This is an optimization exercise on Yosys and OpenROAD, whose aim is small area, a short achievable clock period and few clock cycles, not a production implementation. Function was checked by simulation only, so behaviour that the tests miss may differ from the original. No activity file was given, so power comes from the tool's default toggle rates.

## try-tundra
## ttt_main
module ttt_main (
    input  logic                                reset,
    input  logic                                clock_fast,
    output logic [2:0]                          stage,
    input  logic [4-1:0]        processor_id_in,
    output logic [4-1:0]        processor_id_out,
    input  logic [4-1:0]     good_tokens_in,
    input  logic [4-1:0]     bad_tokens_in,
    output logic [1:0]                          token_startstop,
    output logic                                output_valid,
    input  logic [4:0]                          instruction,
    input  logic [6-1:0]        connection_id_in,
    input  logic [8-1:0]           prog_data
);
Settings: LEC_CHECK=0, ABC_CLOCK_PERIOD_IN_PS=3000, CAP_MARGIN=30, CORE_MARGIN=2, CORE_UTILIZATION=40, CTS_BUF_LIST=sky130_fd_sc_hd__clkbuf_16, CTS_CLUSTER_DIAMETER=70, CTS_CLUSTER_SIZE=25, SETUP_SLACK_MARGIN=3.45, SLEW_MARGIN=20; clock period 6.5 ns.
run.sh (not shown) runs the stock make flow with config.mk's settings and CLKGATE_MAP_FILE= SYNTH_SCRIPT=/design/flow/synth_recipe.tcl, a recipe that flattens the netlist after the stock synthesis.
Testbench counts of try-tundra, summed over its fixed seeds: cycles 4,393.
[inputs] try-umber vs try-tundra
Settings: SETUP_SLACK_MARGIN changed from 3.45 to 3.3; CORE_UTILIZATION changed from 40 to 50.
Findings:
Between try-tundra and try-umber, the total routed wirelength figures differ only marginally.
try-umber ran to completion and came out clean on the timing, design-rule and antenna checks.
On post-placement setup slack, the lower figure sits with try-tundra, not try-umber.
From try-umber to try-tundra, number of design rule violations left after detail routing did not move at all.
Going from try-tundra to try-umber, number of sequential storage elements about even; worst max-slew margin expressed relative to the limit has increased; number of cells on the critical path down 3.
Input-level comparison between try-quartz and try-umber:
Settings: swapping 70 for 60 in CTS_CLUSTER_DIAMETER; swapping 3.3 for 3.6 in SETUP_SLACK_MARGIN; swapping 50 for 40 in CORE_UTILIZATION; swapping 25 for 20 in CTS_CLUSTER_SIZE.
Findings:
Comparing try-umber and try-quartz, the higher total power of the final layout was measured on try-quartz. Proportion of power drawn by combinational gates, try-umber and try-quartz: smaller value in try-quartz. Number of gates on the worst path with buffers counted in try-quartz is 4 higher than in try-umber. Compared try-quartz vs try-umber, and number of resized instances in the post-cts repair step is up in try-quartz. Compared with try-umber, count of clock-buffer cells in the layout in try-quartz increased by more than a quarter. Worst setup slack for try-quartz: 130 ps up relative to try-umber. Die: try-quartz bigger than try-umber.


wip/pepper:
Starting RTL as in the previous note.
==> flow/config.mk <==
export PLATFORM = sky130hd
export DESIGN_NAME = ttt_main
export DESIGN_NICKNAME = ttt_main
export VERILOG_FILES = /design/flow/design.v
export SDC_FILE = /design/flow/constraint.sdc
export NUM_CORES = 4
export LEC_CHECK = 0
export ABC_CLOCK_PERIOD_IN_PS = 3000
export CAP_MARGIN = 30
export CORE_MARGIN = 2
export CORE_UTILIZATION = 40
export CTS_BUF_LIST = sky130_fd_sc_hd__clkbuf_16
export CTS_CLUSTER_DIAMETER = 60
export CTS_CLUSTER_SIZE = 20
export SETUP_SLACK_MARGIN = 3.0
export SLEW_MARGIN = 20
==> flow/constraint.sdc <==
create_clock -name core_clock -period 6.5 [get_ports {clock_fast}]
set_input_delay 1.3000 -clock core_clock [delete_from_list [all_inputs] [get_ports {clock_fast}]]
set_output_delay 1.3000 -clock core_clock [all_outputs]
set_load 0.01 [all_outputs]
No stage failed in wip/pepper, and the final checks on the layout all came back clean.
Testbench counts of wip/pepper, summed over its fixed seeds: cycles 4,393.
### wip/pepper -> wip/cedar
# wip/pepper
export LEC_CHECK = 0
export ABC_CLOCK_PERIOD_IN_PS = 3000
export CAP_MARGIN = 30
export CORE_MARGIN = 2
export CORE_UTILIZATION = 40
export CTS_BUF_LIST = sky130_fd_sc_hd__clkbuf_16
export CTS_CLUSTER_DIAMETER = 60
export CTS_CLUSTER_SIZE = 20
export SETUP_SLACK_MARGIN = 3.0
export SLEW_MARGIN = 20
create_clock -name core_clock -period 6.5 [get_ports {clock_fast}]
# wip/cedar
export LEC_CHECK = 0
export ABC_CLOCK_PERIOD_IN_PS = 3000
export CAP_MARGIN = 30
export CORE_MARGIN = 2
export CORE_UTILIZATION = 40
export CTS_BUF_LIST = sky130_fd_sc_hd__clkbuf_16
export CTS_CLUSTER_DIAMETER = 60
export CTS_CLUSTER_SIZE = 20
export SETUP_SLACK_MARGIN = 3.3
export SLEW_MARGIN = 20
create_clock -name core_clock -period 6.5 [get_ports {clock_fast}]
==> run summary <==
In summary, wip/cedar completed successfully, with a layout that passed the timing, design-rule and antenna checks. wip/cedar ended up with sky130_fd_sc_hd__edfxtp_1 as its slowest cell on the critical path; wip/pepper ended up with sky130_fd_sc_hd__a222oi_1. A termination of the worst setup path of g_cnt[1][7] is what wip/pepper shows, while m_hi[0][0] belongs to wip/cedar. wip/pepper -> wip/cedar: area taken by multi-input logic gates increased by a few percent. Relative to wip/pepper, sequential fraction of design power decreased by 0.5 points in wip/cedar. Summary — maximum cell stage delay along the critical path, wip/cedar relative to wip/pepper: higher, by 0.06 ns.
Changes in wip/harbor relative to wip/cedar:
# wip/cedar
export LEC_CHECK = 0
export ABC_CLOCK_PERIOD_IN_PS = 3000
export CAP_MARGIN = 30
export CORE_MARGIN = 2
export CORE_UTILIZATION = 40
export CTS_BUF_LIST = sky130_fd_sc_hd__clkbuf_16
export CTS_CLUSTER_DIAMETER = 60
export CTS_CLUSTER_SIZE = 20
export SETUP_SLACK_MARGIN = 3.3
export SLEW_MARGIN = 20
create_clock -name core_clock -period 6.5 [get_ports {clock_fast}]
# wip/harbor
export LEC_CHECK = 0
export ABC_CLOCK_PERIOD_IN_PS = 3000
export CAP_MARGIN = 30
export CORE_MARGIN = 2
export CORE_UTILIZATION = 40
export CTS_BUF_LIST = sky130_fd_sc_hd__clkbuf_16
export CTS_CLUSTER_DIAMETER = 70
export CTS_CLUSTER_SIZE = 25
export GPL_ROUTABILITY_DRIVEN = 0
export SETUP_SLACK_MARGIN = 3.3
export SLEW_MARGIN = 20
create_clock -name core_clock -period 6.5 [get_ports {clock_fast}]
## What came out
Per the final summary, wip/harbor finished and its layout is clean on timing, DRC and antenna. Of wip/harbor and wip/cedar, the run reporting the higher layout overhead on the synthesized area was wip/cedar. Cell with the largest stage delay on the worst path = sky130_fd_sc_hd__a222oi_1: wip/harbor; cell with the largest stage delay on the worst path = sky130_fd_sc_hd__edfxtp_1: wip/cedar. Between wip/harbor and wip/cedar, the switching power share of the total figures differ only marginally. As far as sequential cell area goes, wip/cedar and wip/harbor are indistinguishable; the numbers are identical. Compared with wip/cedar, wip/harbor shows a lower post-route minimum period. Setup slack on the worst flop-to-flop path | wip/harbor above wip/cedar. Internal power component: wip/harbor vs wip/cedar down 7.4%. On worst-case clock skew, wip/cedar loses to wip/harbor.
> inputs changed (wip/harbor -> wip/willow)
# wip/harbor
export LEC_CHECK = 0
export ABC_CLOCK_PERIOD_IN_PS = 3000
export CAP_MARGIN = 30
export CORE_MARGIN = 2
export CORE_UTILIZATION = 40
export CTS_BUF_LIST = sky130_fd_sc_hd__clkbuf_16
export CTS_CLUSTER_DIAMETER = 70
export CTS_CLUSTER_SIZE = 25
export GPL_ROUTABILITY_DRIVEN = 0
export SETUP_SLACK_MARGIN = 3.3
export SLEW_MARGIN = 20
create_clock -name core_clock -period 6.5 [get_ports {clock_fast}]
# wip/willow
export LEC_CHECK = 0
export ABC_CLOCK_PERIOD_IN_PS = 3000
export CAP_MARGIN = 30
export CORE_MARGIN = 2
export CORE_UTILIZATION = 40
export CTS_BUF_LIST = sky130_fd_sc_hd__clkbuf_16
export CTS_CLUSTER_DIAMETER = 70
export CTS_CLUSTER_SIZE = 25
export SETUP_SLACK_MARGIN = 3.2
export SLEW_MARGIN = 20
create_clock -name core_clock -period 6.5 [get_ports {clock_fast}]
Notes after the runs:
Diff wip/harbor -> wip/willow: synthesis-to-finish area growth decreased by 1.9 points relative to the old numbers, share of the clock period used by the worst path grew by 0.94 points, clock-buffer cell count shows a reduction of about 12%, largest stage delay on the critical path up 0.07 ns, worst setup slack after layout saw a decrease. wip/willow vs wip/harbor: final cell area excluding filler cells down slightly. Of the two values seen for worst setup path startpoint, y_hit[0] was produced by wip/harbor and x_hit[0] by wip/willow. wip/willow ran to completion and came out clean on the timing, design-rule and antenna checks.


Setup of oak:
Starting RTL as in the previous note.
Settings: LEC_CHECK=0, ABC_CLOCK_PERIOD_IN_PS=3000, CAP_MARGIN=30, CORE_MARGIN=2, CORE_UTILIZATION=40, CTS_BUF_LIST=sky130_fd_sc_hd__clkbuf_16, CTS_CLUSTER_DIAMETER=75, CTS_CLUSTER_SIZE=28, SETUP_SLACK_MARGIN=3.3, SLEW_MARGIN=20; clock period 6.5 ns.
Testbench counts of oak, summed over its fixed seeds: cycles 4,393.
The inputs of pine differ from those of oak as listed below.
-- flow/config.mk --
<<< oak, line 13
export CTS_CLUSTER_DIAMETER = 75
export CTS_CLUSTER_SIZE = 28
>>> pine, line 13
export CTS_CLUSTER_DIAMETER = 70
export CTS_CLUSTER_SIZE = 25
Notes after the runs:
As far as cell count is concerned, pine and oak perform about the same.
Delta (pine minus oak): total of flip-flops plus latches after synthesis was more or less identical; via count was more or less identical; utilization went up by 0.18 points.
Synthesized area came out exactly the same in oak and pine.
Going from oak to pine, power of the clock network grew by a few percent.

==> what the ideal ports hide <==
The flow's constraints put no driver on any port. The routed layouts listed below were extracted and timed again, unchanged, in two steps.
Step 1, drivers: a clkbuf_16 drives clock_fast and a buf_2 each remaining input, both assumed.
Step 2 times the ports against the registers' clock, not the clock port: input delays grow and output delays shrink by t, the midpoint of the rising clock arrivals with the driver on.
Slacks: ideal / step 1 / step 2; pairs: ideal / step 1.
run | shift t [ns] | slack for setup (ns) | worst setup path at the end | slew at the worst register clock pin (ns) | worst data-port slew with drivers (ns)
try-tundra | 0.754 | 3.120 / 3.120 / 2.737 | input to register | 0.10 / 0.10 | 0.15
try-umber | 0.782 | 3.163 / 3.163 / 2.580 | input to register | 0.11 / 0.11 | 0.18
try-quartz | 0.740 | 3.297 / 3.297 / 2.793 | input to register | 0.09 / 0.09 | 0.12
wip/pepper | 0.742 | 3.052 / 3.052 / 2.609 | input to register | 0.09 / 0.09 | 0.11
wip/cedar | 0.736 | 3.231 / 3.231 / 2.730 | input to register | 0.09 / 0.09 | 0.12
wip/harbor | 0.753 | 3.313 / 3.312 / 2.701 | input to register | 0.10 / 0.10 | 0.11
wip/willow | 0.720 | 3.251 / 3.251 / 2.718 | input to register | 0.10 / 0.10 | 0.13
oak | 0.748 | 3.263 / 3.263 / 2.740 | input to register | 0.11 / 0.11 | 0.12
pine | 0.753 | 3.313 / 3.312 / 2.701 | input to register | 0.10 / 0.10 | 0.11
After both steps every run listed still meets setup and hold.
